What follows belongs to an exercise in optimizing a design on an open flow for small area, a short achievable clock period and few clock cycles per item; a production flow would make more cautious choices. Where RTL was checked, it was by simulation tests only, not by an equivalence proof against the original. Power figures rest on the tool's default switching activity, not on a simulated workload.

Setup of north:
==> flow/design.v <==
module ela_stream_deinterlacer #(
  parameter int unsigned IMG_W  = 128,
  parameter int unsigned IMG_H  = 64,
  parameter int unsigned PIX_W  = 8,
  parameter int unsigned ADDR_W = 13
) (
  input  logic              clk,
  input  logic              rst,
  input  logic              ready,
  input  logic [1:0]        mode,
  input  logic [PIX_W-1:0]  in_data,
  output logic              req,
  output logic              wen,
  output logic [ADDR_W-1:0] addr,
  output logic [PIX_W-1:0]  data_wr,
  output logic              busy,
  output logic              done
);
  localparam int unsigned PW  = PIX_W;
  localparam int unsigned NW  = IMG_W;           
  localparam int unsigned TP  = NW - 3;          
  localparam int unsigned TI  = NW - 1;          
  localparam int unsigned M0  = 2;               
  localparam int unsigned SA  = TP - M0;         
  localparam logic [6:0]  D0  = 7'(128 - M0);    
  localparam int unsigned QB  = 3;               
  localparam int unsigned QN  = 1 << QB;
  localparam logic [3:0]  TH  = 4'(QN - 1);      
  localparam logic [3:0]  THR = 4'(QN - 2);      
  localparam logic [2:0] S_INIT = 3'd0, S_RECV = 3'd1, S_XFER = 3'd2, S_B = 3'd3, S_L = 3'd4,
                         S_END = 3'd5;
  logic [2:0] st;
  logic [4:0] rin;           
  logic [6:0] kin;           
  logic       deliv;
  logic       arr_q;
  logic [PW-1:0] in_q;
  logic       reqwant, committed, bad0, ins_last;
  logic       req_i;         
  logic       lastw;         
  logic [ADDR_W-1:0] addr_c;   
  logic [6:0] col, dph;
  logic [3:0] cnt, cnt_n;
  logic       ok_q, okr_q, ph0;    
  logic [6:0] dph_n;
  logic [1:0] mode_q;
  logic [PW*NW-1:0]     frg;    
  logic [PW*(NW+1)-1:0] rch;    
  logic [PW*QN-1:0] qf;
  logic [QB:0]      wp, rp;
  logic          v1, dg1, d11;
  logic [PW-1:0] a1, s1a, s3a;
  function automatic logic [PW:0] padd(input logic [PW-1:0] a, input logic [PW-1:0] b,
                                       input logic ci);
    logic [PW-1:0] g, p, g1, p1, g2, p2, g3;
    logic [PW:0]   c;
    g = a & b;
    p = a ^ b;
    g1 = g;
    p1 = p;
    for (int i = 1; i < PW; i++) begin
      g1[i] = g[i] | (p[i] & g[i-1]);
      p1[i] = p[i] & p[i-1];
    end
    g2 = g1;
    p2 = p1;
    for (int i = 2; i < PW; i++) begin
      g2[i] = g1[i] | (p1[i] & g1[i-2]);
      p2[i] = p1[i] & p1[i-2];
    end
    g3 = g2;
    for (int i = 4; i < PW; i++) begin
      g3[i] = g2[i] | (p2[i] & g2[i-4]);
    end
    c[0] = ci;
    for (int i = 0; i < PW; i++) begin
      c[i+1] = g3[i] | (((i < 4) ? p2[i] : (p2[i] & p2[(i < 4) ? 0 : i-4])) & ci);
    end
    padd = {c[PW], p ^ c[PW-1:0]};
  endfunction
  function automatic logic [PW-1:0] avg2(input logic [PW-1:0] a, input logic [PW-1:0] b);
    logic [PW:0] s;
    s = padd(a, b, 1'b0);
    avg2 = s[PW:1];
  endfunction
  function automatic logic [PW-1:0] absdiff(input logic [PW-1:0] a, input logic [PW-1:0] b);
    logic [PW:0] ab, ba;
    ab = padd(a, ~b, 1'b1);    
    ba = padd(b, ~a, 1'b1);    
    absdiff = ab[PW] ? ab[PW-1:0] : ba[PW-1:0];
  endfunction
  function automatic logic le(input logic [PW-1:0] x, input logic [PW-1:0] y);
    logic [PW:0] t;
    t = padd(y, ~x, 1'b1);
    le = t[PW];
  endfunction
  logic [PW-1:0] um1, uc, up1, dm1, dc, dp1;
  assign up1 = frg[PW*(TP-1) +: PW];
  assign uc  = frg[PW*TP +: PW];
  assign um1 = frg[PW*(TP+1) +: PW];
  assign dp1 = rch[PW*(NW-2) +: PW];
  assign dc  = rch[PW*(NW-1) +: PW];
  assign dm1 = rch[PW*NW +: PW];
  logic phase_ok, ev_x, ev_b, ev_l, ev, sh, ins, item, a0ins, accept, set_req, reqwant_n, pop;
  assign phase_ok = ph0;
  assign ev_x  = (st == S_XFER) && phase_ok;
  assign ev_b  = (st == S_B) && phase_ok && (committed || ok_q);
  assign ev_l  = (st == S_L) && phase_ok && ok_q;
  assign ev    = ev_x | ev_b | ev_l;
  assign sh    = arr_q | ev_x | ev_b;
  assign ins   = ((ev_x | ev_b) && (col != 7'd0)) || ins_last;
  assign item  = arr_q | ev_b | ev_l;
  assign a0ins = arr_q && (rin == 5'd0);
  assign accept = req_i && ready;
  assign pop   = ready && (wp != rp);
  always_comb begin
    set_req = 1'b0;
    if (st == S_INIT) set_req = 1'b1;
    if (arr_q && !deliv && (rin == 5'd0) && !bad0) set_req = 1'b1;
    if (ev_x && (col == 7'd127)) set_req = 1'b1;
    if (ev_b && (col == 7'd125) && (rin != 5'd31) && okr_q) set_req = 1'b1;
    if (ev_b && (col == 7'd127) && (rin != 5'd31) && !committed) set_req = 1'b1;
  end
  assign reqwant_n = (reqwant && !accept) || set_req;
  assign cnt_n = cnt + {3'd0, item} - {3'd0, pop};
  always_comb begin
    if (a0ins && (kin == 7'd1)) dph_n = D0;
    else if (!ev) dph_n = dph + 1'b1;
    else dph_n = dph;
  end
  always_ff @(posedge clk) begin
    for (int i = 0; i < NW; i++) begin
      if (i == 0)
        frg[PW*i +: PW] <= frg[PW*(NW-1) +: PW];
      else if (i == TI && ins)
        frg[PW*i +: PW] <= dm1;
      else if (i == SA && a0ins)
        frg[PW*i +: PW] <= in_q;
      else
        frg[PW*i +: PW] <= frg[PW*(i-1) +: PW];
    end
  end
  always_ff @(posedge clk) begin
    if (sh) rch <= {rch[PW*NW-1:0], in_q};
  end
  always_ff @(posedge clk) begin
    mode_q <= mode;
    in_q   <= in_data;
  end
  logic [PW-1:0] df1, df2, df3;
  always_comb begin
    df1 = absdiff(um1, dp1);
    df2 = absdiff(uc, dc);
    df3 = absdiff(up1, dm1);
  end
  always_ff @(posedge clk) begin
    if (arr_q) a1 <= in_q;
    else if (ev_l || (mode_q == 2'd2)) a1 <= uc;
    else a1 <= avg2(uc, dc);
    dg1 <= ev_b && (mode_q == 2'd1) && (col != 7'd0) && (col != 7'd127) &&
           !(le(df2, df1) && le(df2, df3));
    d11 <= le(df1, df3);
    s1a <= avg2(um1, dp1);
    s3a <= avg2(up1, dm1);
  end
  logic [PW-1:0] res, rd;
  always_comb begin
    res = dg1 ? (d11 ? s1a : s3a) : a1;
    rd = qf[PW-1:0];
    for (int i = 1; i < QN; i++) begin
      if (rp[QB-1:0] == i) rd = qf[PW*i +: PW];
    end
  end
  always_ff @(posedge clk) begin
    for (int i = 0; i < QN; i++) begin
      if (v1 && (wp[QB-1:0] == i)) qf[PW*i +: PW] <= res;
    end
    data_wr <= rd;
    addr    <= addr_c;
  end
  logic [ADDR_W-1:0] addr_n;
  always_comb begin
    addr_n = addr_c + 1'b1;
    if (addr_c[6:0] == 7'd127) begin
      if (addr_c[12:7] == 6'd0) addr_n = {6'd2, 7'd0};
      else if (!addr_c[7]) addr_n = {addr_c[12:7] - 6'd1, 7'd0};
      else if (addr_c[12:7] == 6'd61) addr_n = {6'd63, 7'd0};
      else addr_n = {addr_c[12:7] + 6'd3, 7'd0};
    end
  end
  always_ff @(posedge clk) begin
    if (rst) begin
      st        <= S_INIT;
      rin       <= '0;
      kin       <= '0;
      deliv     <= 1'b0;
      arr_q     <= 1'b0;
      reqwant   <= 1'b0;
      committed <= 1'b0;
      bad0      <= 1'b0;
      ins_last  <= 1'b0;
      col       <= '0;
      dph       <= '0;
      cnt       <= '0;
      ok_q      <= 1'b1;
      okr_q     <= 1'b1;
      ph0       <= 1'b1;
      wp        <= '0;
      rp        <= '0;
      v1        <= 1'b0;
      req       <= 1'b0;
      req_i     <= 1'b0;
      wen       <= 1'b0;
      addr_c    <= '0;
      lastw     <= 1'b0;
      busy      <= 1'b0;
      done      <= 1'b0;
    end else begin
      reqwant <= reqwant_n;
      req     <= reqwant_n && ready;
      req_i   <= reqwant_n && ready;
      arr_q   <= deliv && ready;
      if (accept) begin
        deliv <= 1'b1;
        kin   <= '0;
      end else if (deliv && ready) begin
        kin <= kin + 1'b1;
        if (kin == 7'd127) deliv <= 1'b0;
      end
      if (deliv && !ready && (kin != 7'd0) && (rin == 5'd0)) bad0 <= 1'b1;
      v1  <= item;
      cnt   <= cnt_n;
      ok_q  <= (cnt_n <= TH);
      okr_q <= (cnt_n <= THR);
      if (v1) wp <= wp + 1'b1;
      if (pop) rp <= rp + 1'b1;
      wen   <= pop;
      if (pop) addr_c <= addr_n;
      lastw <= pop && (addr_c == 13'd8191);
      if (lastw) begin
        done <= 1'b1;
        busy <= 1'b0;
      end
      dph <= dph_n;
      ph0 <= (dph_n == 7'd0);
      if (ev) col <= col + 1'b1;
      ins_last <= (ev_x || ev_b) && (col == 7'd127);
      case (st)
        S_INIT: begin
          busy <= 1'b1;
          st   <= S_RECV;
        end
        S_RECV: begin
          if (arr_q) begin
            if (!deliv) begin
              if (rin == 5'd0) begin
                if (bad0) st <= S_XFER;
                else rin <= 5'd1;
              end else begin
                st <= S_B;
              end
            end
          end
        end
        S_XFER: begin
          if (ev_x && (col == 7'd127)) begin
            st  <= S_RECV;
            rin <= 5'd1;
          end
        end
        S_B: begin
          if (ev_b && (col == 7'd125) && (rin != 5'd31) && okr_q) committed <= 1'b1;
          if (ev_b && (col == 7'd127)) begin
            committed <= 1'b0;
            if (rin == 5'd31) begin
              st <= S_L;
            end else begin
              st  <= S_RECV;
              rin <= rin + 1'b1;
            end
          end
        end
        S_L: begin
          if (ev_l && (col == 7'd127)) st <= S_END;
        end
        default: ;
      endcase
    end
  end
endmodule
export LEC_CHECK = 0
export CAP_MARGIN = 20
export CORE_MARGIN = 2
export CORE_UTILIZATION = 70
export CTS_BUF_LIST = sky130_fd_sc_hd__clkbuf_16
export CTS_CLUSTER_DIAMETER = 50
export CTS_CLUSTER_SIZE = 20
export SLEW_MARGIN = 20
create_clock -name core_clock -period 12.0 [get_ports {clk}]
standard.sh (not shown) runs the stock make flow with config.mk's settings and CLKGATE_MAP_FILE= SYNTH_SCRIPT=/design/flow/synth_recipe.tcl, a recipe that flattens the netlist after the stock synthesis.
==> flow/flow/run.sh <==
#!/bin/bash
set -euo pipefail
MARGIN=$(cat flow/margin.txt 2>/dev/null || echo 8)
bash standard.sh SETUP_SLACK_MARGIN="$MARGIN" \
  "BUFFER_PORTS_ARGS=-buffer_cell sky130_fd_sc_hd__buf_2" finish > flow_make.log 2>&1
==> flow/flow/margin.txt <==
8.2
Testbench counts of north, summed over its fixed seeds: cycles 262,464, frames 32.
Edits applied to the flow inputs when going from north to south:
diff --git a/flow/design.v b/flow/design.v
--- a/flow/design.v
+++ b/flow/design.v
@@ -48,8 +48,8 @@
   logic [PW*(NW+1)-1:0] rch;    
   logic [PW*QN-1:0] qf;
   logic [QB:0]      wp, rp;
-  logic          v1, dg1, d11;
-  logic [PW-1:0] a1, s1a, s3a;
+  logic          v1, ela1;
+  logic [PW-1:0] a1, s1a, s3a, df1, df2, df3;
   function automatic logic [PW:0] padd(input logic [PW-1:0] a, input logic [PW-1:0] b,
                                        input logic ci);
     logic [PW-1:0] g, p, g1, p1, g2, p2, g3;
@@ -84,10 +84,10 @@
     avg2 = s[PW:1];
   endfunction
   function automatic logic [PW-1:0] absdiff(input logic [PW-1:0] a, input logic [PW-1:0] b);
-    logic [PW:0] ab, ba;
-    ab = padd(a, ~b, 1'b1);    
-    ba = padd(b, ~a, 1'b1);    
-    absdiff = ab[PW] ? ab[PW-1:0] : ba[PW-1:0];
+    logic [PW:0] ab, am;
+    ab = padd(a, ~b, 1'b1);
+    am = padd(a, ~b, 1'b0);
+    absdiff = ab[PW] ? ab[PW-1:0] : ~am[PW-1:0];
   endfunction
   function automatic logic le(input logic [PW-1:0] x, input logic [PW-1:0] y);
     logic [PW:0] t;
@@ -122,7 +122,15 @@
     if (ev_b && (col == 7'd127) && (rin != 5'd31) && !committed) set_req = 1'b1;
   end
   assign reqwant_n = (reqwant && !accept) || set_req;
-  assign cnt_n = cnt + {3'd0, item} - {3'd0, pop};
+  logic [3:0] cnt_a, cnt_b;
+  logic       ok_a, ok_b, okr_a, okr_b;
+  assign cnt_a = cnt + {3'd0, item};
+  assign cnt_b = cnt + {3'd0, item} - 4'd1;
+  assign ok_a  = (cnt_a <= TH);
+  assign ok_b  = (cnt_b <= TH);
+  assign okr_a = (cnt_a <= THR);
+  assign okr_b = (cnt_b <= THR);
+  assign cnt_n = pop ? cnt_b : cnt_a;
   always_comb begin
     if (a0ins && (kin == 7'd1)) dph_n = D0;
     else if (!ev) dph_n = dph + 1'b1;
@@ -147,25 +155,21 @@
     mode_q <= mode;
     in_q   <= in_data;
   end
-  logic [PW-1:0] df1, df2, df3;
-  always_comb begin
-    df1 = absdiff(um1, dp1);
-    df2 = absdiff(uc, dc);
-    df3 = absdiff(up1, dm1);
-  end
   always_ff @(posedge clk) begin
     if (arr_q) a1 <= in_q;
     else if (ev_l || (mode_q == 2'd2)) a1 <= uc;
     else a1 <= avg2(uc, dc);
-    dg1 <= ev_b && (mode_q == 2'd1) && (col != 7'd0) && (col != 7'd127) &&
-           !(le(df2, df1) && le(df2, df3));
-    d11 <= le(df1, df3);
-    s1a <= avg2(um1, dp1);
-    s3a <= avg2(up1, dm1);
+    ela1 <= ev_b && (mode_q == 2'd1) && (col != 7'd0) && (col != 7'd127);
+    df1  <= absdiff(um1, dp1);
+    df2  <= absdiff(uc, dc);
+    df3  <= absdiff(up1, dm1);
+    s1a  <= avg2(um1, dp1);
+    s3a  <= avg2(up1, dm1);
   end
   logic [PW-1:0] res, rd;
   always_comb begin
-    res = dg1 ? (d11 ? s1a : s3a) : a1;
+    res = a1;
+    if (ela1 && !(le(df2, df1) && le(df2, df3))) res = le(df1, df3) ? s1a : s3a;
     rd = qf[PW-1:0];
     for (int i = 1; i < QN; i++) begin
       if (rp[QB-1:0] == i) rd = qf[PW*i +: PW];
@@ -230,8 +234,8 @@
       if (deliv && !ready && (kin != 7'd0) && (rin == 5'd0)) bad0 <= 1'b1;
       v1  <= item;
       cnt   <= cnt_n;
-      ok_q  <= (cnt_n <= TH);
-      okr_q <= (cnt_n <= THR);
+      ok_q  <= pop ? ok_b : ok_a;
+      okr_q <= pop ? okr_b : okr_a;
       if (v1) wp <= wp + 1'b1;
       if (pop) rp <= rp + 1'b1;
       wen   <= pop;
- south gives more height of the chip than north did.
- Compared with north, in south total power higher, clock skew after layout has decreased, core box area up 410 um2.
- Number of global-route vias before repair: south vs north up 0.33%
- north → south: post-route clock period utilization went down, final hold slack went up by 0.034 ns, fmax rose 2.8%.
- Wire length of the first global-routing pass went down by a few percent going from north to south.
- [south] sequential share of layout area rose 0.64 points relative to north
- north → south: number of buffers inserted by port buffering closely matched the old numbers; critical path depth down 15.
- north ended up with rch[1015] as its critical path startpoint; south ended up with req.
- Total routed wirelength: south vs north down 0.69%
The RTL of south was laid out without a check of its function.

==> afterwards: timing with drivers on the ports <==
In the flow no input, the clock included, has a driving cell. The finished layouts below were timed again as built, in two steps.
Step 1 (the two cells are an assumption about what drives the block):
set clk [get_ports {clk}]
set_driving_cell -lib_cell sky130_fd_sc_hd__clkbuf_16 $clk
set_driving_cell -lib_cell sky130_fd_sc_hd__buf_2 [delete_from_list [all_inputs] $clk]
Step 2 adds t to the input delays and takes it off the output delays; t is the mean of the earliest and latest rising clock arrival at the registers after step 1. Input paths then give back, and output paths get back, about the clock's delay inside the block.
a / b / c = no drivers / after step 1 / after step 2; a / b = the first two.
run | t, ns | setup slack, ns | clock arrival spread, ns | slew at the worst register clock pin (ns)
north | 0.812 | 8.247 / 8.247 / 7.571 | 0.054 / 0.054 | 0.10 / 0.10
south | 0.820 | 8.348 / 8.281 / 7.861 | 0.049 / 0.048 | 0.12 / 0.12
After both steps setup and hold are still met in every run listed. For north, which loses most, drivers alone change the setup slack by 0.000 ns; drivers and shift together by -0.676 ns.
